This design comes from an exercise in tuning for small area, a short achievable clock period and few clock cycles on the open sky130 flow, not from production work. At most, simulation tests tie the RTL to the original design; equivalence was not proved. Function not checked in runs 2 to 4: the RTL went through the layout flow alone.

File: design/flow/flow/run.sh
#!/bin/bash
# The standard layout (the standard.sh: its synthesis, floorplan, power grid,
# placement, CTS and routing unchanged), with one difference: the buffers that
# placement puts on every input and output port are sky130_fd_sc_hd__buf_2
# cells instead of the default delay-cell buffers.
set -euo pipefail
export BUFFER_PORTS_ARGS="-buffer_cell sky130_fd_sc_hd__buf_2"
bash standard.sh finish > flow_make.log 2>&1
File: design/flow/standard.sh
#!/bin/bash
# synth_recipe.tcl (not shown) runs the flow's synth.tcl, then flattens the netlist and writes it again
# the make line also repeats each setting of config.mk as NAME=value (left out here)
make -C /OpenROAD-flow-scripts/flow DESIGN_CONFIG=/design/flow/config.mk WORK_HOME=/design/flow/orfs CLKGATE_MAP_FILE= SYNTH_SCRIPT=/design/flow/synth_recipe.tcl "${@:-finish}"
File: design/flow/config.mk
export PLATFORM = sky130hd
export DESIGN_NAME = agu_tile_stream
export DESIGN_NICKNAME = agu_tile_stream
export VERILOG_FILES = /design/flow/design.v
export SDC_FILE = /design/flow/constraint.sdc
export NUM_CORES = 4
export LEC_CHECK = 0
export ABC_AREA = 1
export CAP_MARGIN = 20
export CORE_MARGIN = 2
export CORE_UTILIZATION = 40
export PLACE_DENSITY = 0.6
export SETUP_SLACK_MARGIN = 5
export SLEW_MARGIN = 20
File: design/flow/constraint.sdc
create_clock -name core_clock -period 13.5 [get_ports {clk}]
set_input_delay 2.7000 -clock core_clock [delete_from_list [all_inputs] [get_ports {clk}]]
set_output_delay 2.7000 -clock core_clock [all_outputs]
set_load 0.01 [all_outputs]
File: design/flow/design.v
module agu_tile_stream #(
  parameter int                    ADDR_WIDTH = 32,
  parameter int                    IDX_WIDTH  = 16,
  parameter int                    LANES      = 4,
  parameter int                    FIFO_DEPTH = 4,
  parameter logic [ADDR_WIDTH-1:0] NULL_ADDR  = '1
) (
  input  logic                  clk,
  input  logic                  rst,
  input  logic                  cfg_valid_i,
  output logic                  cfg_ready_o,
  input  logic [IDX_WIDTH-1:0]  mat_m_i, mat_k_i, mat_n_i,
  input  logic [IDX_WIDTH-1:0]  tm_i, tn_i, tk_i,
  input  logic [ADDR_WIDTH-1:0] base_a_i, base_b_i, base_c_i,
  input  logic [1:0]            elem_shift_i,
  input  logic                  tile_req_i,
  output logic                  tile_done_o,
  output logic                  all_tiles_done_o,
  output logic                  busy_o,
  output logic                  out_valid,
  input  logic                  out_ready,
  output logic [LANES*ADDR_WIDTH-1:0] out_addr,
  output logic [LANES-1:0]      out_null,
  output logic [1:0]            out_id,
  output logic                  out_last
);
  localparam int AW = ADDR_WIDTH;
  localparam int IW = IDX_WIDTH;
  localparam int SW = IW + 3;               
  localparam int LB = $clog2(LANES) + 3;    
  localparam int HW = AW - LB;
  localparam logic [1:0] SEG_A = 2'd0, SEG_B = 2'd1, SEG_C = 2'd2;
  logic busy_q, init_q, armed_q, run_q, done_q, last_q;
  logic [1:0]    seg_q, sh_q;
  logic          lk_q, lm_q;                
  logic          ce_q, re_q;                
  logic [IW-1:0] k_q, n_q, tm_q, tn_q, tk_q;
  logic [IW-1:0] rm_q, rn_q, rk_q, ko_q, no_q;
  logic [IW-1:0] rr_q, rc_q;                
  logic [AW-1:0] p_q, r_q, am_q, bk_q, bb_q, cm_q;
  logic cfg_acc, zero_cfg, valid, pop, adv;
  logic last_m, last_n, last_k, walk_end;
  logic [IW-1:0] em, en, ek;
  logic [IW:0]   dm, dn, dk;
  assign cfg_acc  = cfg_valid_i & ~busy_q;
  assign zero_cfg = (mat_m_i == '0) | (mat_k_i == '0) | (mat_n_i == '0) |
                    (tm_i == '0) | (tn_i == '0) | (tk_i == '0);
  assign dm     = {1'b0, rm_q} - {1'b0, tm_q};
  assign dn     = {1'b0, rn_q} - {1'b0, tn_q};
  assign dk     = {1'b0, rk_q} - {1'b0, tk_q};
  assign last_m = dm[IW] | (dm[IW-1:0] == '0);
  assign last_n = dn[IW] | (dn[IW-1:0] == '0);
  assign last_k = dk[IW] | (dk[IW-1:0] == '0);
  assign em     = last_m ? rm_q : tm_q;
  assign en     = last_n ? rn_q : tn_q;
  assign ek     = last_k ? rk_q : tk_q;
  assign walk_end = (seg_q == SEG_C) & lm_q & last_n;
  assign valid = run_q | (armed_q & tile_req_i);
  assign pop   = valid & out_ready;
  assign adv   = pop | init_q;
  assign out_valid        = valid;
  assign tile_done_o      = out_ready & last_q;
  assign cfg_ready_o      = ~busy_q;
  assign busy_o           = busy_q;
  assign all_tiles_done_o = done_q;
  assign out_id           = seg_q;
  assign out_last         = last_q;
  logic [HW-1:0]    hi, t_q;
  logic [LANES-1:1] c_q;
  assign hi = p_q[AW-1:LB];
  assign out_null[0]      = 1'b0;
  assign out_addr[AW-1:0] = p_q;
  for (genvar l = 1; l < LANES; l++) begin : g_lane
    logic [LB-1:0] lo;
    assign lo                   = p_q[LB-1:0] + (LB'(l) << sh_q);
    assign out_null[l]          = (rc_q[IW-1:2] == '0) & (rc_q[1:0] <= 2'(l));
    assign out_addr[l*AW +: AW] = out_null[l] ? NULL_ADDR : {hi ^ (t_q & {HW{c_q[l]}}), lo};
  end
  localparam int EV_START = 0, EV_INROW = 1, EV_ROW = 2, EV_TOB = 3, EV_TOC = 4;
  logic [4:0]    ev_q, ev_n;
  logic          start, inrow, rowadv, to_b, to_c, ce_n, re_n, lk_n, last_n_beat;
  logic [1:0]    seg_n;
  logic [IW-1:0] y, w_n, h_n;
  logic [SW-1:0] y_s, z_s;
  logic [AW-1:0] x, madd, uadd;
  logic [HW-1:0] t_n;
  logic [LANES-1:1] c_n;
  assign start  = ev_q[EV_START];
  assign inrow  = ev_q[EV_INROW];
  assign rowadv = ev_q[EV_ROW];
  assign to_b   = ev_q[EV_TOB];
  assign to_c   = ev_q[EV_TOC];
  always_comb begin
    x = ({AW{start}} & am_q) | ({AW{inrow}} & p_q) | ({AW{rowadv}} & r_q) |
        ({AW{to_b}} & bk_q) | ({AW{to_c}} & cm_q);
    y = ({IW{start}} & ko_q) | ({IW{inrow}} & IW'(LANES)) |
        ({IW{rowadv & (seg_q == SEG_A)}} & k_q) | ({IW{rowadv & (seg_q != SEG_A)}} & n_q) |
        ({IW{to_b | to_c}} & no_q);
  end
  assign y_s  = SW'(y) << sh_q;
  assign madd = x + AW'(y_s);
  always_comb begin
    logic [HW-1:0] g;
    g = madd[AW-1:LB];
    for (int s = 1; s < HW; s = s * 2)
      for (int i = HW - 1; i >= 0; i--)
        if ((i / s) % 2 == 1) g[i] = g[i] & g[(i / s) * s - 1];
    t_n = {g[HW-2:0], 1'b1};              
  end
  for (genvar l = 1; l < LANES; l++) begin : g_carry
    logic [LB:0] lo;
    assign lo     = {1'b0, madd[LB-1:0]} + ((LB+1)'(l) << sh_q);
    assign c_n[l] = lo[LB];
  end
  assign z_s  = SW'((seg_q == SEG_A) ? rk_q : rn_q) << sh_q;
  assign uadd = r_q + AW'(z_s);
  always_comb begin
    seg_n = seg_q; lk_n = lk_q;
    w_n = (seg_q == SEG_A) ? ek : en;
    h_n = rr_q - IW'(1);
    if (start)     begin seg_n = SEG_A; w_n = ek; h_n = em; end
    else if (to_b) begin seg_n = SEG_B; w_n = en; h_n = ek; lk_n = last_k; end
    else if (to_c) begin seg_n = SEG_C; w_n = en; h_n = em; end
  end
  assign ce_n = inrow ? (rc_q <= IW'(2*LANES)) : (w_n <= IW'(LANES));
  assign re_n = inrow ? re_q : (h_n == IW'(1));
  assign last_n_beat = ce_n & re_n & ((seg_n == SEG_C) | ((seg_n == SEG_B) & ~lk_n));
  always_comb begin
    ev_n = '0;
    if (last_n_beat)           ev_n[EV_START] = 1'b1;
    else if (!ce_n)            ev_n[EV_INROW] = 1'b1;
    else if (!re_n)            ev_n[EV_ROW]   = 1'b1;
    else if (seg_n == SEG_A)   ev_n[EV_TOB]   = 1'b1;
    else                       ev_n[EV_TOC]   = 1'b1;
  end
  always_ff @(posedge clk or posedge rst) begin
    if (rst) begin
      busy_q <= 1'b0; init_q <= 1'b0; armed_q <= 1'b0; run_q <= 1'b0;
      done_q <= 1'b0; last_q <= 1'b0;
    end else if (cfg_acc) begin
      busy_q <= ~zero_cfg; init_q <= ~zero_cfg; armed_q <= 1'b0; run_q <= 1'b0;
      done_q <= zero_cfg; last_q <= 1'b0;
    end else begin
      init_q <= 1'b0;
      if (init_q) armed_q <= 1'b1;
      if (busy_q & tile_req_i) run_q <= 1'b1;
      if (adv) last_q <= last_n_beat;
      if (pop & last_q) begin
        run_q <= 1'b0;
        if (walk_end) begin busy_q <= 1'b0; armed_q <= 1'b0; done_q <= 1'b1; end
      end
    end
  end
  always_ff @(posedge clk) begin
    if (!busy_q) begin
      k_q <= mat_k_i; n_q <= mat_n_i; tm_q <= tm_i; tn_q <= tn_i; tk_q <= tk_i;
      sh_q <= elem_shift_i;
      rm_q <= mat_m_i; rn_q <= mat_n_i; rk_q <= mat_k_i; ko_q <= '0; no_q <= '0;
      am_q <= base_a_i; bk_q <= base_b_i; bb_q <= base_b_i; cm_q <= base_c_i;
      ev_q <= 5'(1 << EV_START);
    end else if (adv) begin
      p_q <= madd; t_q <= t_n; c_q <= c_n; ev_q <= ev_n;
      if (!inrow) begin r_q <= madd; rc_q <= w_n; rr_q <= h_n; end
      else rc_q <= rc_q - IW'(LANES);
      seg_q <= seg_n; lk_q <= lk_n; ce_q <= ce_n; re_q <= re_n;
      if (last_q) begin
        if (lk_q) begin
          rn_q <= last_n ? n_q : dn[IW-1:0];
          no_q <= last_n ? '0 : no_q + tn_q;
        end
        if (lk_q & last_n) cm_q <= uadd;
        if (~lk_q) bk_q <= uadd;
      end
      if (to_b) begin
        rk_q <= last_k ? k_q : dk[IW-1:0];
        ko_q <= last_k ? '0 : ko_q + tk_q;
        if (last_n & last_k) am_q <= uadd;
      end
      if (to_c) begin
        lm_q <= last_m;
        bk_q <= bb_q;
        if (last_n) rm_q <= dm[IW-1:0];
      end
    end
  end
endmodule
==> key figures, run 1 <==
Run status
  • Status: complete, no violations

Logic synthesis
  • Synth warn: 1
  • Post-synth EDFFs: slightly below 400
  • Adder-cell share of the synthesized area: under 10%
  • Compound-Gate Fraction of Synth Area: 10.5%
  • Cell variety after synth: 72
  • Largest family of logic cells by synthesized area: simple AND/OR/NAND/NOR gates
  • Post-Synth XOR/XNOR Area: under 10%
  • Post-Syn Nets: 4,043
  • Mux contribution to synthesized area: 0.475%
  • Yosys reg bits: 430
  • Cells after synthesis: approximately 3,700
  • Synth Area in Simple Gates: 26.5%
  • Post-Syn Area: 29,500 um2
  • Avg Cell Area, Syn: 8.00 um2
  • Primary FF master, synth: edfxtp_1
  • Ys async rst share: about 1.4%
  • Register area share after synthesis: 42.4%

Worst setup path
  • R2R Path Start: ev_q[2]$_SDFFE_PN0P_
  • CP startpoint: sh_q[0]$_DFFE_PN_
  • R2R Setup Slk: between 7000 and 8000 ps
  • RR Endpoint: t_q[26]$_DFFE_PP_
  • Worst path cell trace: buf_4, clkinv_1, ha_1, ha_1, inv_1, fa_1, o21ai_0, xor2_1, or2_2, buf_2
  • Kind of critical path: register to primary output
  • WP depth: 10
  • Most used cell, CP: ha_1
  • Worst stage delay on the critical path: about 730 ps
  • Slowest stage cell, crit path: clkinv_1
  • Setup crit end: out_addr[36]
  • Crit-path leading delay family: buffers and inverters
  • CP Max Fanout: 36
  • FF-to-FF path depth: 29
  • Startpoint Class: register
  • Critical path buffers and inverters: 4
  • CP Data Arrival Time: approximately 3900 ps
  • Crit. End Element: primary output
  • Critical Path RT: around 11,000 ps

Finish
  • Share of layout cells above drive strength 1: roughly 15%
  • Final Util: between 40% and 50%
  • Layout Nets: around 4,300
  • Synthesis-to-finish area growth: 15.1%
  • Fill count: 7,288
  • Most frequent cells in the layout: 1,162 x nand2_1, 456 x inv_1, 387 x edfxtp_1
  • Fin area: 34,000 um2
  • Most common cell after layout, fill and taps aside: nand2_1

Routing
  • Routed via count: around 26,000
  • DRC: 0
  • Via-to-Cell Ratio: approximately 5.3
  • Drt pass-1 iters: 6
  • Post-route antenna net violation count: 0
  • DR iter-0 viols: between 2,000 and 2,500
  • DR WL/cell: around 21 um
  • Final Routed Wirelength: 103,000 um

Hold path
  • Hold WC Path Type: register to register

Timing
  • Slew Limit Headroom: approximately 15%
  • Final hold vios: 0
  • RSZ-0062 raised after global routing: false
  • # setup viols final: 0
  • Slew @ Worst Pin: around 1300 ps
  • Worst clock skew: between 15 and 20 ps
  • Period minus WS final: 6590 ps
  • Setup TNS: 0 ps
  • Fin crit share: 48.8%
  • F_max: between 150 and 200 MHz
  • Max-slew violations: 0

GRT
  • Vias in the first global route: 24,600
  • GRT overflow: 0
  • Tot GR Track Use: 26.5%
  • Initial antenna violation count: 2
  • First-pass GRT wire length: ~150,000 um
  • Largest net degree at the start of global routing: 86

Floorplanning
  • Top-Level Pins: ~340
  • Rows: just under 100
  • Die height: 276 um
  • Area of the core: roughly 73,000 um2
  • Die Area: about 76,000 um2
  • Starting Density: 40.5%
  • Die extent in x: 276 um

Clock network
  • Clk slew on worst S/H paths: ~60 ps
  • CTS Root Cell: clkbuf_16
  • CTS Buf Count: 52
  • CTS H-Tree Depth: 2
  • Post-CTS setup repair buffer count: 0
  • CTS hold repair buffers: 0
  • CTS tree: built
  • Clock latency (worst-skew pair): 620 ps
  • TritonCTS sink count: 430
  • Post-cts sizing count: 0
  • Max clock buf depth: 3

Placement
  • HPWL Detailed: 79,400 um
  • Port buffer count: 337
  • Global placement routability congestion: just under 1
  • Placed Instance Area: around 32,000 um2

Flow run
  • MaxCap Viol Count: 0
how the worst min path moves through the flow:
| stage | cells past startpoint | to | startpoint |
|---|---|---|---|
| 2_1_floorplan | 2 | ko_q[4]$_SDFFE_PN0P_ | ko_q[4]$_SDFFE_PN0P_ |
| 3_3_place_gp | 2 | done_q$_DFFE_PP0P_ | done_q$_DFFE_PP0P_ |
| 3_5_place_dp | 2 | done_q$_DFFE_PP0P_ | done_q$_DFFE_PP0P_ |
| 4_1_cts | 2 | done_q$_DFFE_PP0P_ | done_q$_DFFE_PP0P_ |
| 5_1_grt | 2 | done_q$_DFFE_PP0P_ | done_q$_DFFE_PP0P_ |
| 6_report | 2 | done_q$_DFFE_PP0P_ | done_q$_DFFE_PP0P_ |
sequential cells by signal (all words and copies together), names as in the netlist, 25 cells and up:
register	cells
cm_q	32
r_q	32
bb_q	32
am_q	32
p_q	32
t_q	25
bk_q	32
final cells by class:
cell class              count  area, um2  share of cell area, %
diodes                      1       2.50                0.00736
flip-flops and latches    430      12500                   36.8
clock buffers              64       1370                   4.02
multi-input cells        2661      14700                   43.3
well taps                 959       1200                   3.53
inverters                 475       1790                   5.27
repair buffers            372       2000                   5.88
clock inverters            33        390                   1.15
cells in the mapped netlist (all sizes together), types with 2 or more instances:
master,n,share of area (%)
nor2,226,3.2
o21ai,196,3.3
o32ai,4,0.12
o2111ai,3,0.089
o41ai,2,0.059
o31ai,3,0.076
xnor2,38,1.2
nand4,35,0.96
nand2,1196,16
buf,33,0.71
o221ai,3,0.089
or2,32,0.68
nor3,29,0.53
nor4,31,0.68
fa,10,0.68
dfxtp,37,2.5
a21boi,2,0.051
clkinv,6,0.076
clkbuf,90,1.2
mux2i,14,0.47
xor2,138,4.1
o21bai,13,0.41
inv,469,6.0
a31oi,9,0.19
a21o,8,0.20
and3,4,0.085
and2,7,0.15
a22o,21,0.62
ha,145,6.1
edfxtp,387,39
a21oi,132,2.3
dfrtp,6,0.51
o211ai,43,1.1
nand3,225,4.1
nand3b,18,0.47
a221oi,38,1.1
o22ai,29,0.64
logic make-up after synthesis:
| group | count (synthesis) |
|---|---|
| DFF | 430 |
| muxes | 14 |
| AOI/OAI and AO/OA | 511 |
| xor gates and xnor gates | 176 |
| buffers and inverters | 598 |
| adders and majority gates | 155 |
| and+or+nand+nor | 1804 |
| other | 1 |
per-layer routing:
metal / vias up / global-route usage (%) / part of all wire, %
met5: - / 0 / 0
met3: 145 / 4.80 / 7.9
met1: 12400 / 37.1 / 45
met2: 991 / 41.9 / 45
met4: 0 / 7.74 / 2.9
li1: 12900 / - / -
tightest hold or removal path, cell delays in order (launching register included):
cell,delay [ps]
dfrtp_1,350
nor2_1,50
nor2_1,80
per-stage QoR:
| step | hold WS [ps] | cells | setup slack (ps) |
|---|---|---|---|
| after floorplan | 449 | 3689 | 5290 |
| after global placement | 494 | 4892 | 7450 |
| after detailed placement | 502 | 4892 | 7350 |
| after CTS | 516 | 4989 | 6690 |
| after global routing | 541 | 4994 | 6670 |
| final | 525 | 4995 | 6910 |
Testbench counts, summed over its fixed seeds: cycles 105,238.
==> run 2: changes to the inputs <==
--- a/design/flow/design.v
+++ b/design/flow/design.v
@@ -65,16 +65,15 @@
   assign all_tiles_done_o = done_q;
   assign out_id           = seg_q;
   assign out_last         = last_q;
-  logic [HW-1:0]    hi, t_q;
-  logic [LANES-1:1] c_q;
+  logic [HW-1:0]               hi, t_q;
+  logic [LANES-1:1]            c_q, nul_q;
+  logic [LANES-1:1][LB-1:0]    lo_q;
   assign hi = p_q[AW-1:LB];
   assign out_null[0]      = 1'b0;
   assign out_addr[AW-1:0] = p_q;
   for (genvar l = 1; l < LANES; l++) begin : g_lane
-    logic [LB-1:0] lo;
-    assign lo                   = p_q[LB-1:0] + (LB'(l) << sh_q);
-    assign out_null[l]          = (rc_q[IW-1:2] == '0) & (rc_q[1:0] <= 2'(l));
-    assign out_addr[l*AW +: AW] = out_null[l] ? NULL_ADDR : {hi ^ (t_q & {HW{c_q[l]}}), lo};
+    assign out_null[l]          = nul_q[l];
+    assign out_addr[l*AW +: AW] = nul_q[l] ? NULL_ADDR : {hi ^ (t_q & {HW{c_q[l]}}), lo_q[l]};
   end
   localparam int EV_START = 0, EV_INROW = 1, EV_ROW = 2, EV_TOB = 3, EV_TOC = 4;
   logic [4:0]    ev_q, ev_n;
@@ -84,7 +83,9 @@
   logic [SW-1:0] y_s, z_s;
   logic [AW-1:0] x, madd, uadd;
   logic [HW-1:0] t_n;
-  logic [LANES-1:1] c_n;
+  logic [LANES-1:1] c_n, nul_n;
+  logic [LANES-1:1][LB-1:0] lo_n;
+  logic [IW-1:0] rc_n;
   assign start  = ev_q[EV_START];
   assign inrow  = ev_q[EV_INROW];
   assign rowadv = ev_q[EV_ROW];
@@ -110,7 +111,9 @@
   for (genvar l = 1; l < LANES; l++) begin : g_carry
     logic [LB:0] lo;
     assign lo     = {1'b0, madd[LB-1:0]} + ((LB+1)'(l) << sh_q);
-    assign c_n[l] = lo[LB];
+    assign c_n[l]  = lo[LB];
+    assign lo_n[l] = lo[LB-1:0];
+    assign nul_n[l] = (rc_n[IW-1:2] == '0) & (rc_n[1:0] <= 2'(l));
   end
   assign z_s  = SW'((seg_q == SEG_A) ? rk_q : rn_q) << sh_q;
   assign uadd = r_q + AW'(z_s);
@@ -122,6 +125,7 @@
     else if (to_b) begin seg_n = SEG_B; w_n = en; h_n = ek; lk_n = last_k; end
     else if (to_c) begin seg_n = SEG_C; w_n = en; h_n = em; end
   end
+  assign rc_n = inrow ? rc_q - IW'(LANES) : w_n;
   assign ce_n = inrow ? (rc_q <= IW'(2*LANES)) : (w_n <= IW'(LANES));
   assign re_n = inrow ? re_q : (h_n == IW'(1));
   assign last_n_beat = ce_n & re_n & ((seg_n == SEG_C) | ((seg_n == SEG_B) & ~lk_n));
@@ -159,9 +163,9 @@
       am_q <= base_a_i; bk_q <= base_b_i; bb_q <= base_b_i; cm_q <= base_c_i;
       ev_q <= 5'(1 << EV_START);
     end else if (adv) begin
-      p_q <= madd; t_q <= t_n; c_q <= c_n; ev_q <= ev_n;
-      if (!inrow) begin r_q <= madd; rc_q <= w_n; rr_q <= h_n; end
-      else rc_q <= rc_q - IW'(LANES);
+      p_q <= madd; t_q <= t_n; c_q <= c_n; lo_q <= lo_n; nul_q <= nul_n; ev_q <= ev_n;
+      rc_q <= rc_n;
+      if (!inrow) begin r_q <= madd; rr_q <= h_n; end
       seg_q <= seg_n; lk_q <= lk_n; ce_q <= ce_n; re_q <= re_n;
       if (last_q) begin
         if (lk_q) begin
==> key figures, run 2 <==
Routing
  • Routed via count: 27,200 (was 26,400)
  • DR iter-0 viols: 2,877 (was 2,412)
  • Via-to-Cell Ratio: 5.45 (was 5.29)
  • Post-route antenna net violation count: 0 (unchanged)
  • DR WL/cell: 21.2 um (was 20.6 um)
  • Drt pass-1 iters: 23 (was 6)
  • DRC: 0 (unchanged)
  • Final Routed Wirelength: 106,000 um (was 103,000 um)

Placement
  • Port buffer count: 337 (unchanged)
  • HPWL Detailed: 81,200 um (was 79,400 um)
  • Placed Instance Area: 32,200 um2 (was 32,100 um2)
  • DP Cell Count: 4,895 (was 4,892)
  • Global placement routability congestion: 0.976 (was 0.990)

Clock network
  • CTS hold repair buffers: 0 (unchanged)
  • TritonCTS sink count: 446 (was 430)
  • CTS Buf Count: 51 (was 52)
  • CTS tree: built (unchanged)
  • Post-CTS setup repair buffer count: 0 (unchanged)
  • CTS Root Cell: clkbuf_16 (unchanged)
  • CTS H-Tree Depth: 2 (unchanged)
  • Clk slew on worst S/H paths: 60 ps (about the same)
  • Clock latency (worst-skew pair): 600 ps (was 620 ps)
  • Max clock buf depth: 3 (unchanged)
  • Post-cts sizing count: 0 (unchanged)

Finish
  • Most frequent cells in the layout: 993 x nand2_1, 483 x inv_1, 403 x edfxtp_1 (was 1,162 x nand2_1, 456 x inv_1, 387 x edfxtp_1)
  • Share of layout cells above drive strength 1: 13.8% (was 14.8%)
  • Most common cell after layout, fill and taps aside: nand2_1 (unchanged)
  • Fin area: 33,900 um2 (was 34,000 um2)
  • Fill count: 7,319 (was 7,288)
  • Final Util: 46.4% (was 46.6%)
  • Synthesis-to-finish area growth: 14.6% (was 15.1%)
  • Layout Nets: 4,335 (was 4,346)
  • Final Non-Filler Cells: 4,991 (was 4,995)

Logic synthesis
  • Avg Cell Area, Syn: 8.00 um2 (about the same)
  • Primary FF master, synth: edfxtp_1 (unchanged)
  • Top post-synthesis cells by area: edfxtp_1 41%, nand2_1 13%, inv_1 6.1% (was edfxtp_1 39%, nand2_1 15%, ha_1 6.1%)
  • Synth area leader: edfxtp_1 (unchanged)
  • Count leader, synth: nand2_1 (unchanged)
  • Synth warn: 1 (unchanged)
  • Cell variety after synth: 70 (was 72)
  • Post-Syn Nets: 4,047 (was 4,043)
  • Cells after synthesis: 3,701 (was 3,689)
  • Yosys reg bits: 446 (was 430)
  • Post-synth top cells: 994 x nand2_1, 484 x inv_1, 403 x edfxtp_1 (was 1,162 x nand2_1, 458 x inv_1, 387 x edfxtp_1)
  • Post-synth EDFFs: 403 (was 387)
  • Post-Syn Area: 29,600 um2 (was 29,500 um2)
  • Ys async rst share: 1.35% (was 1.40%)
  • Register area share after synthesis: 43.9% (was 42.4%)
  • Area fraction of the dominant cell type after synthesis: 40.9% (was 39.4%)

Floorplanning
  • Area of the core: 73,100 um2 (was 73,000 um2)
  • Die height: 276 um (about the same)
  • Rows: 99 (unchanged)
  • Die Area: 76,200 um2 (was 76,000 um2)
  • Top-Level Pins: 339 (unchanged)
  • Starting Density: 40.5% (about the same)
  • Die extent in x: 276 um (about the same)

GRT
  • Largest net degree at the start of global routing: 159 (was 86)
  • GRT overflow: 0 (unchanged)
  • Vias in the first global route: 25,600 (was 24,600)
  • First-pass GRT wire length: 157,000 um (was 152,000 um)
  • Initial antenna violation count: 4 (was 2)
  • Tot GR Track Use: 27.1% (was 26.5%)

Timing
  • Worst clock skew: 21.9 ps (was 19.4 ps)
  • Fin crit share: 43.2% (was 48.8%)
  • # setup viols final: 0 (unchanged)
  • Final hold vios: 0 (unchanged)
  • Slew @ Worst Pin: 1110 ps (was 1260 ps)
  • F_max: 171 MHz (was 152 MHz)
  • Setup TNS: 0 ps (unchanged)
  • Slew Limit Headroom: 25.1% (was 15.1%)
  • Max-slew violations: 0 (unchanged)
  • RSZ-0062 raised after global routing: false (unchanged)
  • Period minus WS final: 5840 ps (was 6590 ps)

Worst setup path
  • R2R Setup Slk: 7850 ps (was 7760 ps)
  • Worst path cell trace: buf_2, a21o_1, nand2_1, nand2_1, inv_1, nor2_4, buf_4, buf_4, nand4_1, o32ai_1 (was buf_4, clkinv_1, ha_1, ha_1, inv_1, fa_1, o21ai_0, xor2_1, or2_2, buf_2)
  • Startpoint Class: input port (was register)
  • Slowest stage cell, crit path: nand4_1 (was clkinv_1)
  • CP Max Fanout: 62 (was 36)
  • Worst stage delay on the critical path: 950 ps (was 730 ps)
  • Critical Path RT: 13,990 ps (was 10,800 ps)
  • CP Data Arrival Time: 6330 ps (was 3890 ps)
  • FF-to-FF path depth: 26 (was 29)
  • Crit. End Element: register (was primary output)
  • RR Endpoint: p_q[30]$_DFFE_PP_ (was t_q[26]$_DFFE_PP_)
  • R2R Path Start: seg_q[0]$_DFFE_PP_ (was ev_q[2]$_SDFFE_PN0P_)
  • Kind of critical path: input port to register (was register to primary output)

Hold path
  • Hold WC Path Type: register to register (unchanged)
  • Hold EP: armed_q$_DFF_PP0_ (was done_q$_DFFE_PP0P_)
  • Hold_sp: init_q$_DFF_PP0_ (was done_q$_DFFE_PP0P_)
  • Hold-critical path depth: 2 (unchanged)

Run status
  • Status: complete, no violations (unchanged)

Flow run
  • MaxCap Viol Count: 0 (unchanged)
## run 2: cell types whose count changed in the layout (fill, tap and decap cells not counted), moves of 10 or more
cell,before,now
a22o_1,21,6
edfxtp_1,387,403
inv_1,456,483
nand2_1,1162,993
nand3_1,208,352
o21ai_0,189,285
o21ai_1,3,14
xnor2_1,37,47
xor2_1,136,56
## run 2: how the worst max path moves through the flow
stage          cells past startpoint               start              endpoint
2_1_floorplan                      7          tile_req_i      r_q[0]$_DFFE_PP_
3_3_place_gp                      10          tile_req_i  no_q[4]$_SDFFE_PN0P_
3_5_place_dp                      10          tile_req_i  no_q[3]$_SDFFE_PN0P_
4_1_cts                            3          tile_req_i             out_valid
5_1_grt                           25  seg_q[0]$_DFFE_PP_     p_q[30]$_DFFE_PP_
6_report                          10          tile_req_i  no_q[3]$_SDFFE_PN0P_
## run 2: cell families (layout without fill, tap and decap cells)
kind of cell / count (synthesis) / after routing / synth area share (%)
mux: 14 / 14 / 0.473
fa+ha+maj: 147 / 147 / 6.47
xor+xnor: 106 / 106 / 3.21
other cells: 1 / 3 / 0.0127
compound gates: 606 / 606 / 11.9
flops: 446 / 446 / 43.9
buf+inv: 634 / 963 / 8.25
simple gates: 1747 / 1747 / 25.8
## run 2: final cells by class
| class | count | area (um2) | share of cell area [%] |
|---|---|---|---|
| diodes | 2 | 5.00 | 0.0148 |
| clock buffers | 61 | 1360 | 4.00 |
| clock inverters | 33 | 369 | 1.09 |
| inverters | 506 | 1910 | 5.62 |
| multi-input cells | 2621 | 14200 | 41.8 |
| flip-flops and latches | 446 | 13000 | 38.3 |
| well taps | 959 | 1200 | 3.54 |
| repair buffers | 363 | 1890 | 5.59 |
## run 2: metrics by stage
step	setup slack [ps]	hold WS [ps]
after floorplan	6000	454
after global placement	7220	476
after detailed placement	7190	490
after CTS	7690	503
after global routing	7370	531
final	7660	501
## run 2: routing by layer
layer | global-route usage, % | vias to the layer above | wire length, um
met5 | 0 | - | 12
met1 | 37.5 | 12800 | 46400
met4 | 9.15 | 2 | 3710
met3 | 5.44 | 203 | 9330
met2 | 42.2 | 1143 | 46100
li1 | - | 13100 | -
## run 2: critical path: cells and delay by family
kind,cells,cell delay (ps)
buf+inv,4,1520
compound gates,2,650
simple gates,4,1380
==> run 3: changes to the inputs <==
--- a/design/flow/config.mk
+++ b/design/flow/config.mk
@@ -5,7 +5,6 @@
 export SDC_FILE = /design/flow/constraint.sdc
 export NUM_CORES = 4
 export LEC_CHECK = 0
-export ABC_AREA = 1
 export CAP_MARGIN = 20
 export CORE_MARGIN = 2
 export CORE_UTILIZATION = 40
==> key figures, run 3 <==
GRT
  • Vias in the first global route: 23,400 (was 25,600)
  • Tot GR Track Use: 26.4% (was 27.1%)
  • Largest net degree at the start of global routing: 72 (was 159)
  • Initial antenna violation count: 3 (was 4)
  • First-pass GRT wire length: 150,000 um (was 157,000 um)
  • GRT overflow: 0 (unchanged)

Clock network
  • Post-cts sizing count: 0 (unchanged)
  • CTS Buf Count: 52 (was 51)
  • Max clock buf depth: 3 (unchanged)
  • CTS hold repair buffers: 0 (unchanged)
  • TritonCTS sink count: 446 (unchanged)
  • Post-CTS setup repair buffer count: 0 (unchanged)
  • Clock latency (worst-skew pair): 620 ps (was 600 ps)
  • CTS tree: built (unchanged)
  • CTS Root Cell: clkbuf_16 (unchanged)
  • CTS H-Tree Depth: 2 (unchanged)
  • Clk slew on worst S/H paths: 60 ps (about the same)

Floorplanning
  • Area of the core: 72,700 um2 (was 73,100 um2)
  • Rows: 99 (unchanged)
  • Top-Level Pins: 339 (unchanged)
  • Die height: 274 um (was 276 um)
  • Starting Density: 40.2% (was 40.5%)
  • Die Area: 75,300 um2 (was 76,200 um2)
  • Die extent in x: 274 um (was 276 um)

Finish
  • Fill count: 6,937 (was 7,319)
  • Synthesis-to-finish area growth: 15.2% (was 14.6%)
  • Register Area: 13,000 um2 (about the same)
  • Most frequent cells in the layout: 403 x edfxtp_1, 348 x nand2_1, 337 x buf_2 (was 993 x nand2_1, 483 x inv_1, 403 x edfxtp_1)
  • Share of layout cells above drive strength 1: 17.6% (was 13.8%)
  • Layout Nets: 3,651 (was 4,335)
  • Final Util: 46.3% (was 46.4%)
  • Most common cell after layout, fill and taps aside: edfxtp_1 (was nand2_1)
  • Multi-input gate area: 14,900 um2 (was 14,200 um2)
  • Final Non-Filler Cells: 4,309 (was 4,991)

Logic synthesis
  • Post-synth EDFFs: 403 (unchanged)
  • Area fraction of the dominant cell type after synthesis: 41.4% (was 40.9%)
  • Primary FF master, synth: edfxtp_1 (unchanged)
  • Post-Syn Area: 29,200 um2 (was 29,600 um2)
  • Register area share after synthesis: 44.4% (was 43.9%)
  • Avg Cell Area, Syn: 9.68 um2 (was 8.00 um2)
  • Yosys reg bits: 446 (unchanged)
  • Post-Syn Nets: 3,366 (was 4,047)
  • Post-synth top cells: 403 x edfxtp_1, 348 x nand2_1, 247 x a21oi_1 (was 994 x nand2_1, 484 x inv_1, 403 x edfxtp_1)
  • Ys async rst share: 1.35% (unchanged)
  • Count leader, synth: edfxtp_1 (was nand2_1)
  • Top post-synthesis cells by area: edfxtp_1 41%, ha_1 5.9%, nand2_1 4.5% (was edfxtp_1 41%, nand2_1 13%, inv_1 6.1%)
  • Cell variety after synth: 108 (was 70)
  • Synth area leader: edfxtp_1 (unchanged)
  • Synth warn: 1 (unchanged)
  • Cells after synthesis: 3,020 (was 3,701)

Placement
  • HPWL Detailed: 78,300 um (was 81,200 um)
  • DP Worst Slack: 6890 ps (was 7190 ps)
  • Global placement routability congestion: 0.979 (was 0.976)
  • Port buffer count: 337 (unchanged)
  • DP Cell Count: 4,210 (was 4,895)

Worst setup path
  • RR Endpoint: t_q[24]$_DFFE_PP_ (was p_q[30]$_DFFE_PP_)
  • CP Max Fanout: 34 (was 62)
  • Kind of critical path: register to register (was input port to register)
  • R2R Path Start: seg_q[0]$_DFFE_PP_ (unchanged)
  • CP startpoint: seg_q[0]$_DFFE_PP_ (was tile_req_i)
  • Setup crit end: t_q[24]$_DFFE_PP_ (was no_q[3]$_SDFFE_PN0P_)
  • R2R Setup Slk: 6800 ps (was 7850 ps)
  • Startpoint Class: register (was input port)
  • CP Data Arrival Time: 7140 ps (was 6330 ps)
  • FF-to-FF path depth: 22 (was 26)
  • Crit. End Element: register (unchanged)
  • Critical Path RT: 13,940 ps (was 13,990 ps)

Routing
  • DR WL/cell: 23.9 um (was 21.2 um)
  • Post-route antenna net violation count: 0 (unchanged)
  • Via-to-Cell Ratio: 5.86 (was 5.45)
  • DR iter-0 viols: 2,567 (was 2,877)
  • Routed via count: 25,200 (was 27,200)
  • Drt pass-1 iters: 8 (was 23)
  • DRC: 0 (unchanged)
  • Final Routed Wirelength: 103,000 um (was 106,000 um)

Timing
  • Fin crit share: 49.6% (was 43.2%)
  • RSZ-0062 raised after global routing: false (unchanged)
  • Final hold vios: 0 (unchanged)
  • # setup viols final: 0 (unchanged)
  • Setup TNS: 0 ps (unchanged)
  • Period minus WS final: 6700 ps (was 5840 ps)
  • Post-route setup slack: 6800 ps (was 7660 ps)
  • F_max: 149 MHz (was 171 MHz)
  • Worst clock skew: 29.2 ps (was 21.9 ps)
  • Max-slew violations: 0 (unchanged)
  • Slew Limit Headroom: 34.2% (was 25.1%)
  • Slew @ Worst Pin: 988 ps (was 1110 ps)

Flow run
  • MaxCap Viol Count: 0 (unchanged)

Run status
  • Status: complete, no violations (unchanged)

Hold path
  • Hold WC Path Type: register to register (unchanged)
## run 3: per-layer routing
metal | wire length [um] | vias up | track usage, %
met5 | 0 | - | 0
met4 | 3610 | 0 | 8.84
met3 | 7000 | 166 | 3.74
met2 | 46700 | 1039 | 42.5
met1 | 45600 | 12200 | 36.6
li1 | - | 11900 | -
## run 3: kinds of logic after synthesis
family	after synthesis	share of synthesized area [%]
AND/OR/NAND/NOR	954	15.7
multiplexers	111	3.93
adder cells (fa/ha/maj)	147	6.55
buffers and inverters	329	4.61
AO/OA/AOI/OAI	897	20.7
XOR/XNOR	135	4.04
other	1	0.0128
flip-flops	446	44.4
## run 3: final cells by class
| cell class | count | area share, % |
|---|---|---|
| Multi-Input combinational cell | 2245 | 44.4 |
| Sequential cell | 446 | 38.6 |
| Timing Repair Buffer | 377 | 5.92 |
| Clock buffer | 57 | 3.95 |
| Tap cell | 959 | 3.56 |
| Inverter | 183 | 2.10 |
| Clock inverter | 40 | 1.47 |
| Antenna cell | 2 | 0.0149 |
## run 3: critical path, cell delays in order (launching register included)
cell	delay, ps
edfxtp_1	460
nor2_4	130
buf_4	440
mux2_2	400
a222oi_1	340
mux2i_1	160
nand2_1	90
o21ai_0	90
ha_1	340
nor2b_1	140
o21ai_0	210
a21boi_0	180
o21ai_0	330
a21oi_1	190
o21ai_0	350
a21boi_0	210
nor4b_1	500
nand4_1	310
nor4_2	330
nand4_1	220
nor4b_2	400
nand4_1	350
nor4_1	310
## run 3: worst min path at each step
stage                                     start                     to  slack, ps  depth (start not counted)
after floorplan           no_q[15]$_SDFFE_PN0P_  no_q[15]$_SDFFE_PN0P_        440                          1
after global placement    no_q[15]$_SDFFE_PN0P_  no_q[15]$_SDFFE_PN0P_        460                          1
after detailed placement  no_q[15]$_SDFFE_PN0P_  no_q[15]$_SDFFE_PN0P_        470                          1
after CTS                 no_q[15]$_SDFFE_PN0P_  no_q[15]$_SDFFE_PN0P_        480                          1
after global routing      no_q[15]$_SDFFE_PN0P_  no_q[15]$_SDFFE_PN0P_        490                          1
final                     no_q[15]$_SDFFE_PN0P_  no_q[15]$_SDFFE_PN0P_        480                          1
## run 3: per-stage QoR
| stage | hold WS (ps) | instance area [um2] |
|---|---|---|
| final | 483 | 33700 |
| after global routing | 490 | 33700 |
| after CTS | 481 | 33700 |
| after detailed placement | 468 | 31900 |
| after global placement | 459 | 31800 |
| after floorplan | 438 | 29200 |
==> run 4: changes to the inputs <==
--- a/design/flow/config.mk
+++ b/design/flow/config.mk
@@ -5,9 +5,10 @@
 export SDC_FILE = /design/flow/constraint.sdc
 export NUM_CORES = 4
 export LEC_CHECK = 0
+export ABC_AREA = 1
 export CAP_MARGIN = 20
 export CORE_MARGIN = 2
-export CORE_UTILIZATION = 40
-export PLACE_DENSITY = 0.6
+export CORE_UTILIZATION = 55
+export PLACE_DENSITY = 0.7
 export SETUP_SLACK_MARGIN = 5
 export SLEW_MARGIN = 20
==> key figures, run 4 <==
Timing
  • Max-slew violations: 0 (unchanged)
  • RSZ-0062 raised after global routing: false (unchanged)
  • Worst clock skew: 36.4 ps (was 29.2 ps)
  • Slew @ Worst Pin: 1150 ps (was 988 ps)
  • Fin crit share: 43.4% (was 49.6%)
  • Period minus WS final: 5850 ps (was 6700 ps)
  • F_max: 171 MHz (was 149 MHz)
  • Setup TNS: 0 ps (unchanged)
  • Final hold vios: 0 (unchanged)
  • # setup viols final: 0 (unchanged)
  • Slew Limit Headroom: 23.6% (was 34.2%)

Finish
  • Final Non-Filler Cells: 4,718 (was 4,309)
  • Most common cell after layout, fill and taps aside: nand2_1 (was edfxtp_1)
  • Share of layout cells above drive strength 1: 13.8% (was 17.6%)
  • Layout Nets: 4,330 (was 3,651)
  • Fin area: 33,400 um2 (was 33,700 um2)
  • Fill count: 4,857 (was 6,937)
  • Most frequent cells in the layout: 993 x nand2_1, 483 x inv_1, 403 x edfxtp_1 (was 403 x edfxtp_1, 348 x nand2_1, 337 x buf_2)
  • Synthesis-to-finish area growth: 12.9% (was 15.2%)
  • # diodes: 0 (was 2)

Logic synthesis
  • Synth warn: 1 (unchanged)
  • Ys async rst share: 1.35% (unchanged)
  • Primary FF master, synth: edfxtp_1 (unchanged)
  • Adder-cell share of the synthesized area: 6.47% (was 6.55%)
  • Synth area leader: edfxtp_1 (unchanged)
  • Cells after synthesis: 3,701 (was 3,020)
  • Largest family of logic cells by synthesized area: simple AND/OR/NAND/NOR gates (was compound AO/OA/AOI/OAI gates)
  • Mux contribution to synthesized area: 0.473% (was 3.93%)
  • Avg Cell Area, Syn: 8.00 um2 (was 9.68 um2)
  • Count leader, synth: nand2_1 (was edfxtp_1)
  • Top post-synthesis cells by area: edfxtp_1 41%, nand2_1 13%, inv_1 6.1% (was edfxtp_1 41%, ha_1 5.9%, nand2_1 4.5%)
  • Compound-Gate Fraction of Synth Area: 11.9% (was 20.7%)
  • Post-synth EDFFs: 403 (unchanged)
  • Post-Syn Area: 29,600 um2 (was 29,200 um2)
  • Post-Synth XOR/XNOR Area: 3.21% (was 4.04%)
  • Register area share after synthesis: 43.9% (was 44.4%)
  • Cell variety after synth: 70 (was 108)
  • Synth Area in Simple Gates: 25.8% (was 15.7%)
  • Post-Syn Nets: 4,047 (was 3,366)
  • Area fraction of the dominant cell type after synthesis: 40.9% (was 41.4%)
  • Post-synth top cells: 994 x nand2_1, 484 x inv_1, 403 x edfxtp_1 (was 403 x edfxtp_1, 348 x nand2_1, 247 x a21oi_1)
  • Yosys reg bits: 446 (unchanged)

Floorplanning
  • Area of the core: 53,500 um2 (was 72,700 um2)
  • Rows: 85 (was 99)
  • Die height: 236 um (was 274 um)
  • Die extent in x: 236 um (was 274 um)
  • Top-Level Pins: 339 (unchanged)
  • Starting Density: 55.3% (was 40.2%)
  • Die Area: 55,700 um2 (was 75,300 um2)

Placement
  • HPWL Detailed: 75,700 um (was 78,300 um)
  • Placed Instance Area: 31,800 um2 (was 31,900 um2)
  • DP Cell Count: 4,629 (was 4,210)
  • Global placement routability congestion: 1.01 (was 0.979)
  • Port buffer count: 337 (unchanged)

Worst setup path
  • Crit-path leading delay family: flip-flops (was simple AND/OR/NAND/NOR gates)
  • CP Max Fanout: 27 (was 34)
  • Startpoint Class: register (unchanged)
  • Kind of critical path: register to primary output (was register to register)
  • Worst stage delay on the critical path: 1100 ps (was 500 ps)
  • CP Data Arrival Time: 3150 ps (was 7140 ps)
  • Critical Path RT: 10,800 ps (was 13,940 ps)
  • Critical path buffers and inverters: 2 (was 1)
  • Worst path cell trace: inv_1, o21ai_0, nand3_1, buf_2 (was nor2_4, buf_4, mux2_2, a222oi_1, mux2i_1, nand2_1, o21ai_0, ha_1, nor2b_1, o21ai_0, a21boi_0, o21ai_0, a21oi_1, o21ai_0, a21boi_0, nor4b_1, nand4_1, nor4_2, nand4_1, nor4b_2, nand4_1, nor4_1)
  • Crit. End Element: primary output (was register)
  • Slowest stage cell, crit path: edfxtp_1 (was nor4b_1)

Routing
  • DR iter-0 viols: 3,187 (was 2,567)
  • DRC: 0 (unchanged)
  • DR WL/cell: 21.0 um (was 23.9 um)
  • Post-route antenna net violation count: 0 (unchanged)
  • Final Routed Wirelength: 99,300 um (was 103,000 um)
  • Via-to-Cell Ratio: 5.81 (was 5.86)
  • Routed via count: 27,400 (was 25,200)
  • Drt pass-1 iters: 6 (was 8)

Clock network
  • Post-cts sizing count: 0 (unchanged)
  • CTS Root Cell: clkbuf_16 (unchanged)
  • TritonCTS sink count: 446 (unchanged)
  • CTS H-Tree Depth: 2 (unchanged)
  • CTS tree: built (unchanged)
  • Max clock buf depth: 3 (unchanged)
  • Clk slew on worst S/H paths: 60 ps (about the same)
  • Clock latency (worst-skew pair): 620 ps (about the same)
  • CTS hold repair buffers: 0 (unchanged)
  • CTS Buf Count: 49 (was 52)
  • Post-CTS setup repair buffer count: 0 (unchanged)

GRT
  • Vias in the first global route: 25,600 (was 23,400)
  • Tot GR Track Use: 35.0% (was 26.4%)
  • Largest net degree at the start of global routing: 106 (was 72)
  • First-pass GRT wire length: 149,000 um (was 150,000 um)
  • Initial antenna violation count: 0 (was 3)
  • GRT overflow: 0 (unchanged)

Run status
  • Status: complete, no violations (unchanged)

Hold path
  • Hold WC Path Type: register to register (unchanged)

Flow run
  • MaxCap Viol Count: 0 (unchanged)
## run 4: worst min-delay path, stage by stage (launching register included)
cell,delay (ps)
dfrtp_1,340
nor2_1,40
nor2_1,90
## run 4: cells by family (layout without fill, tap and decap cells)
family	count (synthesis)	after routing
buffers and inverters	634	955
other	1	1
AOI/OAI and AO/OA	606	606
and+or+nand+nor	1747	1747
xor gates and xnor gates	106	106
adders and majority gates	147	147
DFF	446	446
muxes	14	14
## run 4: path summary, 6_finish.rpt
check                                     end  slack (ps)            startpoint  depth (start not counted)
setup / recovery                 out_addr[59]        7650      c_q[1]$_DFFE_PP_                          4
hold / removal              armed_q$_DFF_PP0_         510      init_q$_DFF_PP0_                          2
setup reg to reg            p_q[30]$_DFFE_PP_        7830  ev_q[2]$_SDFFE_PN0P_                         25
hold reg to reg             armed_q$_DFF_PP0_         510      init_q$_DFF_PP0_                          2
max in group asynchronous  busy_q$_DFFE_PP0P_       11270                   rst                          2
min in group asynchronous   run_q$_DFFE_PP0P_        2010                   rst                          2
## run 4: area by class of cell
type / instances / area [um2] / share of cell area, %
Multi-Input combinational cell: 2621 / 14200 / 42.4
Timing Repair Buffer: 360 / 1860 / 5.56
Clock inverter: 31 / 328 / 0.980
Inverter: 506 / 1910 / 5.70
Clock buffer: 58 / 1280 / 3.83
Sequential cell: 446 / 13000 / 38.9
Tap cell: 696 / 871 / 2.60
## run 4: through the flow
step	setup WS, ps	util [%]	hold slack, ps
2_1_floorplan	6000	-	454
3_3_place_gp	7680	59.5	489
3_5_place_dp	7680	59.5	498
4_1_cts	7680	62.5	509
5_1_grt	7380	62.5	531
6_report	7650	62.5	509
## run 4: metal layers
metal,vias up,wire [um],global-route usage [%]
met3,230,9260,5.78
li1,13100,-,-
met1,12800,41700,48.6
met5,-,0,0
met4,0,3950,13.3
met2,1305,44300,55.2
==> run 5: changes to the inputs <==
--- a/design/flow/design.v
+++ b/design/flow/design.v
@@ -65,15 +65,24 @@
   assign all_tiles_done_o = done_q;
   assign out_id           = seg_q;
   assign out_last         = last_q;
-  logic [HW-1:0]               hi, t_q;
+  localparam int GN = (HW + 3) / 4;
+  logic [HW-1:0]               hi, t;
+  logic [GN-1:0]               gf_q;
   logic [LANES-1:1]            c_q, nul_q;
   logic [LANES-1:1][LB-1:0]    lo_q;
   assign hi = p_q[AW-1:LB];
+  always_comb begin
+    for (int i = 0; i < HW; i++) begin
+      t[i] = 1'b1;
+      for (int j = 0; j < i / 4; j++) t[i] = t[i] & gf_q[j];
+      for (int b = (i / 4) * 4; b < i; b++) t[i] = t[i] & hi[b];
+    end
+  end
   assign out_null[0]      = 1'b0;
   assign out_addr[AW-1:0] = p_q;
   for (genvar l = 1; l < LANES; l++) begin : g_lane
     assign out_null[l]          = nul_q[l];
-    assign out_addr[l*AW +: AW] = nul_q[l] ? NULL_ADDR : {hi ^ (t_q & {HW{c_q[l]}}), lo_q[l]};
+    assign out_addr[l*AW +: AW] = nul_q[l] ? NULL_ADDR : {hi ^ (t & {HW{c_q[l]}}), lo_q[l]};
   end
   localparam int EV_START = 0, EV_INROW = 1, EV_ROW = 2, EV_TOB = 3, EV_TOC = 4;
   logic [4:0]    ev_q, ev_n;
@@ -82,7 +91,7 @@
   logic [IW-1:0] y, w_n, h_n;
   logic [SW-1:0] y_s, z_s;
   logic [AW-1:0] x, madd, uadd;
-  logic [HW-1:0] t_n;
+  logic [GN-1:0] gf_n;
   logic [LANES-1:1] c_n, nul_n;
   logic [LANES-1:1][LB-1:0] lo_n;
   logic [IW-1:0] rc_n;
@@ -101,12 +110,9 @@
   assign y_s  = SW'(y) << sh_q;
   assign madd = x + AW'(y_s);
   always_comb begin
-    logic [HW-1:0] g;
-    g = madd[AW-1:LB];
-    for (int s = 1; s < HW; s = s * 2)
-      for (int i = HW - 1; i >= 0; i--)
-        if ((i / s) % 2 == 1) g[i] = g[i] & g[(i / s) * s - 1];
-    t_n = {g[HW-2:0], 1'b1};              
+    logic [4*GN-1:0] h;
+    h = {{(4*GN-HW){1'b1}}, madd[AW-1:LB]};
+    for (int j = 0; j < GN; j++) gf_n[j] = &h[4*j +: 4];
   end
   for (genvar l = 1; l < LANES; l++) begin : g_carry
     logic [LB:0] lo;
@@ -163,7 +169,7 @@
       am_q <= base_a_i; bk_q <= base_b_i; bb_q <= base_b_i; cm_q <= base_c_i;
       ev_q <= 5'(1 << EV_START);
     end else if (adv) begin
-      p_q <= madd; t_q <= t_n; c_q <= c_n; lo_q <= lo_n; nul_q <= nul_n; ev_q <= ev_n;
+      p_q <= madd; gf_q <= gf_n; c_q <= c_n; lo_q <= lo_n; nul_q <= nul_n; ev_q <= ev_n;
       rc_q <= rc_n;
       if (!inrow) begin r_q <= madd; rr_q <= h_n; end
       seg_q <= seg_n; lk_q <= lk_n; ce_q <= ce_n; re_q <= re_n;
==> key figures, run 5 <==
Placement
  • DP Cell Count: 4,577 (was 4,629)
  • HPWL Detailed: 73,600 um (was 75,700 um)
  • Port buffer count: 337 (unchanged)
  • Global placement routability congestion: 0.999 (was 1.01)

Timing
  • # setup viols final: 0 (unchanged)
  • RSZ-0062 raised after global routing: false (unchanged)
  • Setup TNS: 0 ps (unchanged)
  • Period minus WS final: 5990 ps (was 5850 ps)
  • Worst clock skew: 27.1 ps (was 36.4 ps)
  • Fin crit share: 44.3% (was 43.4%)
  • Slew @ Worst Pin: 1100 ps (was 1150 ps)
  • Max-slew violations: 0 (unchanged)
  • Final hold vios: 0 (unchanged)
  • F_max: 167 MHz (was 171 MHz)
  • Slew Limit Headroom: 26.1% (was 23.6%)

Logic synthesis
  • Cell variety after synth: 62 (was 70)
  • Post-synth EDFFs: 384 (was 403)
  • Cells after synthesis: 3,651 (was 3,701)
  • Primary FF master, synth: edfxtp_1 (unchanged)
  • Post-synth top cells: 1,068 x nand2_1, 481 x inv_1, 384 x edfxtp_1 (was 994 x nand2_1, 484 x inv_1, 403 x edfxtp_1)
  • Synth warn: 1 (unchanged)
  • Ys async rst share: 1.41% (was 1.35%)
  • Post-Syn Nets: 3,997 (was 4,047)
  • Count leader, synth: nand2_1 (unchanged)
  • Area fraction of the dominant cell type after synthesis: 40.3% (was 40.9%)
  • Top post-synthesis cells by area: edfxtp_1 40%, nand2_1 14%, inv_1 6.3% (was edfxtp_1 41%, nand2_1 13%, inv_1 6.1%)
  • Yosys reg bits: 427 (was 446)
  • Register area share after synthesis: 43.4% (was 43.9%)
  • Synth area leader: edfxtp_1 (unchanged)
  • Post-Syn Area: 28,600 um2 (was 29,600 um2)
  • Avg Cell Area, Syn: 7.84 um2 (was 8.00 um2)

GRT
  • Initial antenna violation count: 2 (was 0)
  • First-pass GRT wire length: 143,000 um (was 149,000 um)
  • Vias in the first global route: 24,400 (was 25,600)
  • Tot GR Track Use: 35.0% (about the same)
  • GRT overflow: 0 (unchanged)
  • Largest net degree at the start of global routing: 136 (was 106)

Floorplanning
  • Die Area: 53,900 um2 (was 55,700 um2)
  • Area of the core: 51,400 um2 (was 53,500 um2)
  • Die height: 232 um (was 236 um)
  • Die extent in x: 232 um (was 236 um)
  • Starting Density: 55.7% (was 55.3%)
  • Top-Level Pins: 339 (unchanged)
  • Rows: 83 (was 85)

Clock network
  • Clk slew on worst S/H paths: 60 ps (about the same)
  • Clock latency (worst-skew pair): 600 ps (was 620 ps)
  • Max clock buf depth: 3 (unchanged)
  • CTS Root Cell: clkbuf_16 (unchanged)
  • CTS hold repair buffers: 0 (unchanged)
  • TritonCTS sink count: 427 (was 446)
  • Post-cts sizing count: 0 (unchanged)
  • CTS Buf Count: 47 (was 49)
  • CTS tree: built (unchanged)
  • CTS H-Tree Depth: 2 (unchanged)
  • Post-CTS setup repair buffer count: 0 (unchanged)

Worst setup path
  • Critical Path RT: 13,740 ps (was 10,800 ps)
  • CP Data Arrival Time: 6230 ps (was 3150 ps)
  • Kind of critical path: register to register (was register to primary output)
  • Startpoint Class: register (unchanged)
  • Crit. End Element: register (was primary output)
  • CP Max Fanout: 30 (was 27)

Routing
  • DR WL/cell: 20.6 um (was 21.0 um)
  • Post-route antenna net violation count: 0 (unchanged)
  • DRC: 0 (unchanged)
  • Via-to-Cell Ratio: 5.74 (was 5.81)
  • Final Routed Wirelength: 96,200 um (was 99,300 um)
  • DR iter-0 viols: 2,906 (was 3,187)
  • Routed via count: 26,800 (was 27,400)
  • Drt pass-1 iters: 7 (was 6)

Finish
  • Multi-input gate area: 13,900 um2 (was 14,200 um2)
  • Fill count: 4,580 (was 4,857)
  • Register Area: 12,400 um2 (was 13,000 um2)
  • Share of layout cells above drive strength 1: 12.9% (was 13.8%)
  • Final Non-Filler Cells: 4,666 (was 4,718)
  • Final Util: 63.2% (was 62.5%)
  • Synthesis-to-finish area growth: 13.5% (was 12.9%)
  • Most common cell after layout, fill and taps aside: nand2_1 (unchanged)
  • Layout Nets: 4,292 (was 4,330)
  • Most frequent cells in the layout: 1,068 x nand2_1, 480 x inv_1, 384 x edfxtp_1 (was 993 x nand2_1, 483 x inv_1, 403 x edfxtp_1)

Flow run
  • MaxCap Viol Count: 0 (unchanged)

Hold path
  • Hold WC Path Type: register to register (unchanged)

Run status
  • Status: complete, no violations (unchanged)
## run 5: worst max-delay path, cell delays in order, from the launching register on
cell and delay (ps):
edfxtp_1 450, ha_1 270, fa_1 420, inv_1 110, nand3_1 70, nand2_1 160, nand2_1 70, nand2_1 80
xor2_1 210, nand3_1 120, nor2_1 130, nand3_1 490, nand2_2 710, clkinv_1 900, o31ai_4 930, buf_4 480
## run 5: path summary, 6_finish.rpt
path                            cells past startpoint                   end  slack [ps]                 start
worst max-delay path                               15    am_q[28]$_DFFE_PP_        7510     tn_q[0]$_DFFE_PN_
worst min-delay path                                2  ko_q[0]$_SDFFE_PN0P_         500  ko_q[0]$_SDFFE_PN0P_
worst max register to register                     15    am_q[28]$_DFFE_PP_        7510     tn_q[0]$_DFFE_PN_
worst min register to register                      2  ko_q[0]$_SDFFE_PN0P_         500  ko_q[0]$_SDFFE_PN0P_
max in group asynchronous                           2    busy_q$_DFFE_PP0P_       11240                   rst
min in group asynchronous                           2     run_q$_DFFE_PP0P_        2030                   rst
## run 5: cell type report
cell class,instances,share of cell area [%]
Tap cell,680,2.62
Multi-Input combinational cell,2623,42.9
Clock buffer,61,3.88
Antenna cell,2,0.0154
Clock inverter,26,0.985
Timing Repair Buffer,362,5.77
Sequential cell,427,38.2
Inverter,485,5.62
## run 5: layer usage
metal	vias up	wire [um]	part of all wire (%)	GRT usage, %
met2	1386	42800	44	54.0
met4	0	3370	3.5	12.6
met3	191	9630	10	5.64
met5	-	0	0	0
met1	12400	40500	42	49.9
li1	12800	-	-	-
## run 5: logic make-up (layout without fill, tap and decap cells)
kind of cell / Yosys count / in the layout / share of synthesized area (%)
muxes: 17 / 17 / 0.594
adders and majority gates: 147 / 147 / 6.68
AOI/OAI and AO/OA: 596 / 596 / 12.1
buffers and inverters: 601 / 934 / 8.11
xor gates and xnor gates: 111 / 111 / 3.39
DFF: 427 / 427 / 43.4
other: 1 / 3 / 0.0131
and+or+nand+nor: 1751 / 1751 / 25.7
## run 5: metrics by stage
step                      hold slack, ps  worst slack (ps)  instance area, um2
after floorplan                      449              5430               28600
after global routing                 526              7210               32500
after CTS                            499              7590               32500
final                                498              7510               32500
after detailed placement             490              7340               30900
after global placement               483              7450               30900
Testbench counts of run 5, summed over its fixed seeds: cycles 105,238.
==> run 6: changes to the inputs <==
==> design/flow/flow/run.sh (replaced) <==
#!/bin/bash
# The standard layout (the standard.sh: its synthesis, floorplan, power grid,
# placement, CTS and routing unchanged), with one difference: the buffers that
# placement puts on every input and output port are sky130_fd_sc_hd__buf_1
# cells instead of the default delay-cell buffers.
set -euo pipefail
export BUFFER_PORTS_ARGS="-buffer_cell sky130_fd_sc_hd__buf_1"
bash standard.sh finish > flow_make.log 2>&1
--- a/design/flow/config.mk
+++ b/design/flow/config.mk
@@ -9,6 +9,7 @@
 export CAP_MARGIN = 20
 export CORE_MARGIN = 2
 export CORE_UTILIZATION = 55
+export CTS_BUF_LIST = sky130_fd_sc_hd__clkbuf_4 sky130_fd_sc_hd__clkbuf_8
 export PLACE_DENSITY = 0.7
 export SETUP_SLACK_MARGIN = 5
 export SLEW_MARGIN = 20
==> key figures, run 6 <==
Worst setup path
  • CP Max Fanout: 6 (was 30)
  • CP Data Arrival Time: 3250 ps (was 6230 ps)
  • Startpoint Class: register (unchanged)
  • Kind of critical path: register to primary output (was register to register)
  • Crit. End Element: primary output (was register)
  • Critical Path RT: 10,800 ps (was 13,740 ps)

GRT
  • GRT overflow: 0 (unchanged)
  • Largest net degree at the start of global routing: 202 (was 136)
  • Vias in the first global route: 24,400 (about the same)
  • Tot GR Track Use: 34.4% (was 35.0%)

Logic synthesis
  • Primary FF master, synth: edfxtp_1 (unchanged)
  • Cell variety after synth: 62 (unchanged)
  • Yosys reg bits: 427 (unchanged)
  • Ys async rst share: 1.41% (unchanged)
  • Area fraction of the dominant cell type after synthesis: 40.3% (unchanged)
  • Cells after synthesis: 3,651 (unchanged)
  • Post-Syn Nets: 3,997 (unchanged)
  • Mux contribution to synthesized area: 0.594% (unchanged)
  • Register area share after synthesis: 43.4% (unchanged)
  • Post-synth EDFFs: 384 (unchanged)
  • Largest family of logic cells by synthesized area: simple AND/OR/NAND/NOR gates (unchanged)
  • Count leader, synth: nand2_1 (unchanged)
  • Post-Syn Area: 28,600 um2 (unchanged)
  • Synth warn: 1 (unchanged)
  • Top post-synthesis cells by area: edfxtp_1 40%, nand2_1 14%, inv_1 6.3% (unchanged)
  • Avg Cell Area, Syn: 7.84 um2 (unchanged)

Run status
  • Status: complete, no violations (unchanged)

Routing
  • Via-to-Cell Ratio: 5.65 (was 5.74)
  • Post-route antenna net violation count: 0 (unchanged)
  • DR WL/cell: 20.0 um (was 20.6 um)
  • Drt pass-1 iters: 8 (was 7)
  • DRC: 0 (unchanged)
  • Routed via count: 26,700 (was 26,800)
  • Final Routed Wirelength: 94,100 um (was 96,200 um)

Floorplanning
  • Area of the core: 51,400 um2 (unchanged)
  • Die height: 232 um (unchanged)
  • Die Area: 53,900 um2 (unchanged)
  • Starting Density: 55.7% (unchanged)
  • Top-Level Pins: 339 (unchanged)

Finish
  • Most frequent cells in the layout: 1,068 x nand2_1, 480 x inv_1, 384 x edfxtp_1 (unchanged)
  • Share of layout cells above drive strength 1: 5.85% (was 12.9%)
  • Synthesis-to-finish area growth: 12.0% (was 13.5%)

Timing
  • Slew @ Worst Pin: 1110 ps (was 1100 ps)
  • Fin crit share: 44.1% (was 44.3%)
  • F_max: 168 MHz (was 167 MHz)
  • Setup TNS: 0 ps (unchanged)
  • RSZ-0062 raised after global routing: false (unchanged)
  • Smallest hold slack: 503 ps (was 498 ps)
  • Period minus WS final: 5950 ps (was 5990 ps)
  • Slew Limit Headroom: 25.8% (was 26.1%)
  • # setup viols final: 0 (unchanged)
  • Worst clock skew: 54.6 ps (was 27.1 ps)

Clock network
  • Max clock buf depth: 3 (unchanged)
  • CTS hold repair buffers: 0 (unchanged)
  • CTS tree: built (unchanged)
  • Post-CTS setup repair buffer count: 0 (unchanged)
  • Clk slew on worst S/H paths: 60 ps (about the same)
  • CTS H-Tree Depth: 3 (was 2)
  • Post-cts sizing count: 0 (unchanged)
  • CTS Root Cell: clkbuf_8 (was clkbuf_16)
  • TritonCTS sink count: 427 (unchanged)

Placement
  • Global placement routability congestion: 1.01 (was 0.999)
  • HPWL Detailed: 71,800 um (was 73,600 um)
  • Port buffer count: 337 (unchanged)
[run 6: cell count changes in the layout (fill, tap and decap cells not counted), moves of 3 or more]
| cell | previous run | this run |
|---|---|---|
| buf_1 | 0 | 337 |
| buf_2 | 337 | 0 |
| clkbuf_8 | 1 | 84 |
| clkbuf_16 | 48 | 0 |
| clkbuf_4 | 0 | 22 |
| clkbuf_1 | 12 | 0 |
| clkinv_1 | 6 | 13 |
| bufinv_16 | 7 | 3 |
| clkinv_2 | 11 | 14 |
[run 6: final cells by class]
class / count / area [um2]
Inverter: 485 / 1830
Fill cell: 4682 / 19300
Clock buffer: 106 / 1320
Timing Repair Buffer: 362 / 1470
Clock inverter: 33 / 243
Tap cell: 680 / 851
Sequential cell: 427 / 12400
Antenna cell: 1 / 2.50
Multi-Input combinational cell: 2623 / 13900
[run 6: critical path, stage by stage, from the launching register on]
cell	delay, ps
edfxtp_1	430
nand2_1	100
nor2_1	310
inv_1	160
nor2_1	180
inv_1	80
nor2_1	140
inv_1	80
nor2_1	180
inv_1	100
nor2_1	140
inv_1	80
nor2_1	140
nand2_1	110
a21oi_1	140
o21ai_0	90
buf_1	150
[run 6: per-stage QoR]
stage / utilization (%) / std cells / instance area (um2) / setup slack [ps]
3_3_place_gp: 59.3 / 4577 / 30500 / 7420
6_report: 62.4 / 4717 / 32100 / 7550
5_1_grt: 62.4 / 4717 / 32100 / 7320
4_1_cts: 62.4 / 4716 / 32100 / 7660
2_1_floorplan: - / 3651 / 28600 / 5430
3_5_place_dp: 59.3 / 4577 / 30500 / 7330
[run 6: final timing paths]
kind / startpoint / endpoint / slack [ps] / cells past startpoint
min in group asynchronous: rst / done_q$_DFFE_PP0P_ / 1920 / 2
max reg2reg: seg_q[0]$_DFFE_PP_ / gf_q[5]$_DFFE_PP_ / 7840 / 25
min reg2reg: ko_q[13]$_SDFFE_PN0P_ / ko_q[13]$_SDFFE_PN0P_ / 500 / 2
max in group asynchronous: rst / busy_q$_DFFE_PP0P_ / 11370 / 2
min: ko_q[13]$_SDFFE_PN0P_ / ko_q[13]$_SDFFE_PN0P_ / 500 / 2
max: gf_q[0]$_DFFE_PP_ / out_addr[124] / 7550 / 16
[run 6: kinds of logic (layout without fill, tap and decap cells)]
logic type | after synthesis | after routing
flops | 427 | 427
other cells | 1 | 2
mux | 17 | 17
simple gates | 1751 | 1751
xor+xnor | 111 | 111
fa+ha+maj | 147 | 147
buf+inv | 601 | 986
compound gates | 596 | 596
[run 6: layer usage]
layer	part of all wire (%)	GRT usage [%]
met1	43	48.2
met4	3.6	11.9
met5	0.011	0
met3	9.3	6.61
met2	44	53.4

## re-timing with driven ports
No port has a modelled driver above. Below, the same layouts with a new extraction and two added sets of constraints.
Step 1: set_driving_cell puts a clkbuf_16 on clk and a buf_2 on each other input, an assumption about the parent block.
Step 2 times the ports against the registers' clock, not the clock port: input delays grow and output delays shrink by t, the midpoint of the rising clock arrivals with the driver on.
a / b / c = no drivers / after step 1 / after step 2; a / b = the first two.
run	t (ns)	setup slack, ns	hold WS [ns]	latest minus earliest clock arrival (ns)	slew at the worst register clock pin (ns)
run 1	0.678	6.913 / 6.847 / 7.525	0.525 / 0.525 / 0.525	0.019 / 0.020	0.07 / 0.07
run 2	0.660	7.665 / 7.669 / 7.051	0.501 / 0.501 / 0.501	0.022 / 0.022	0.06 / 0.06
run 3	0.665	6.800 / 6.800 / 6.800	0.483 / 0.483 / 0.483	0.029 / 0.029	0.07 / 0.07
run 4	0.663	7.647 / 7.581 / 7.659	0.509 / 0.509 / 0.509	0.037 / 0.036	0.07 / 0.07
run 5	0.652	7.513 / 7.513 / 7.297	0.498 / 0.498 / 0.498	0.030 / 0.030	0.07 / 0.07
run 6	0.730	7.548 / 7.487 / 7.357	0.503 / 0.503 / 0.503	0.054 / 0.055	0.07 / 0.07
After both steps every run listed still meets setup and hold. The setup slack of run 2, which loses most, moves by +0.004 ns with the drivers and by -0.614 ns with both steps.
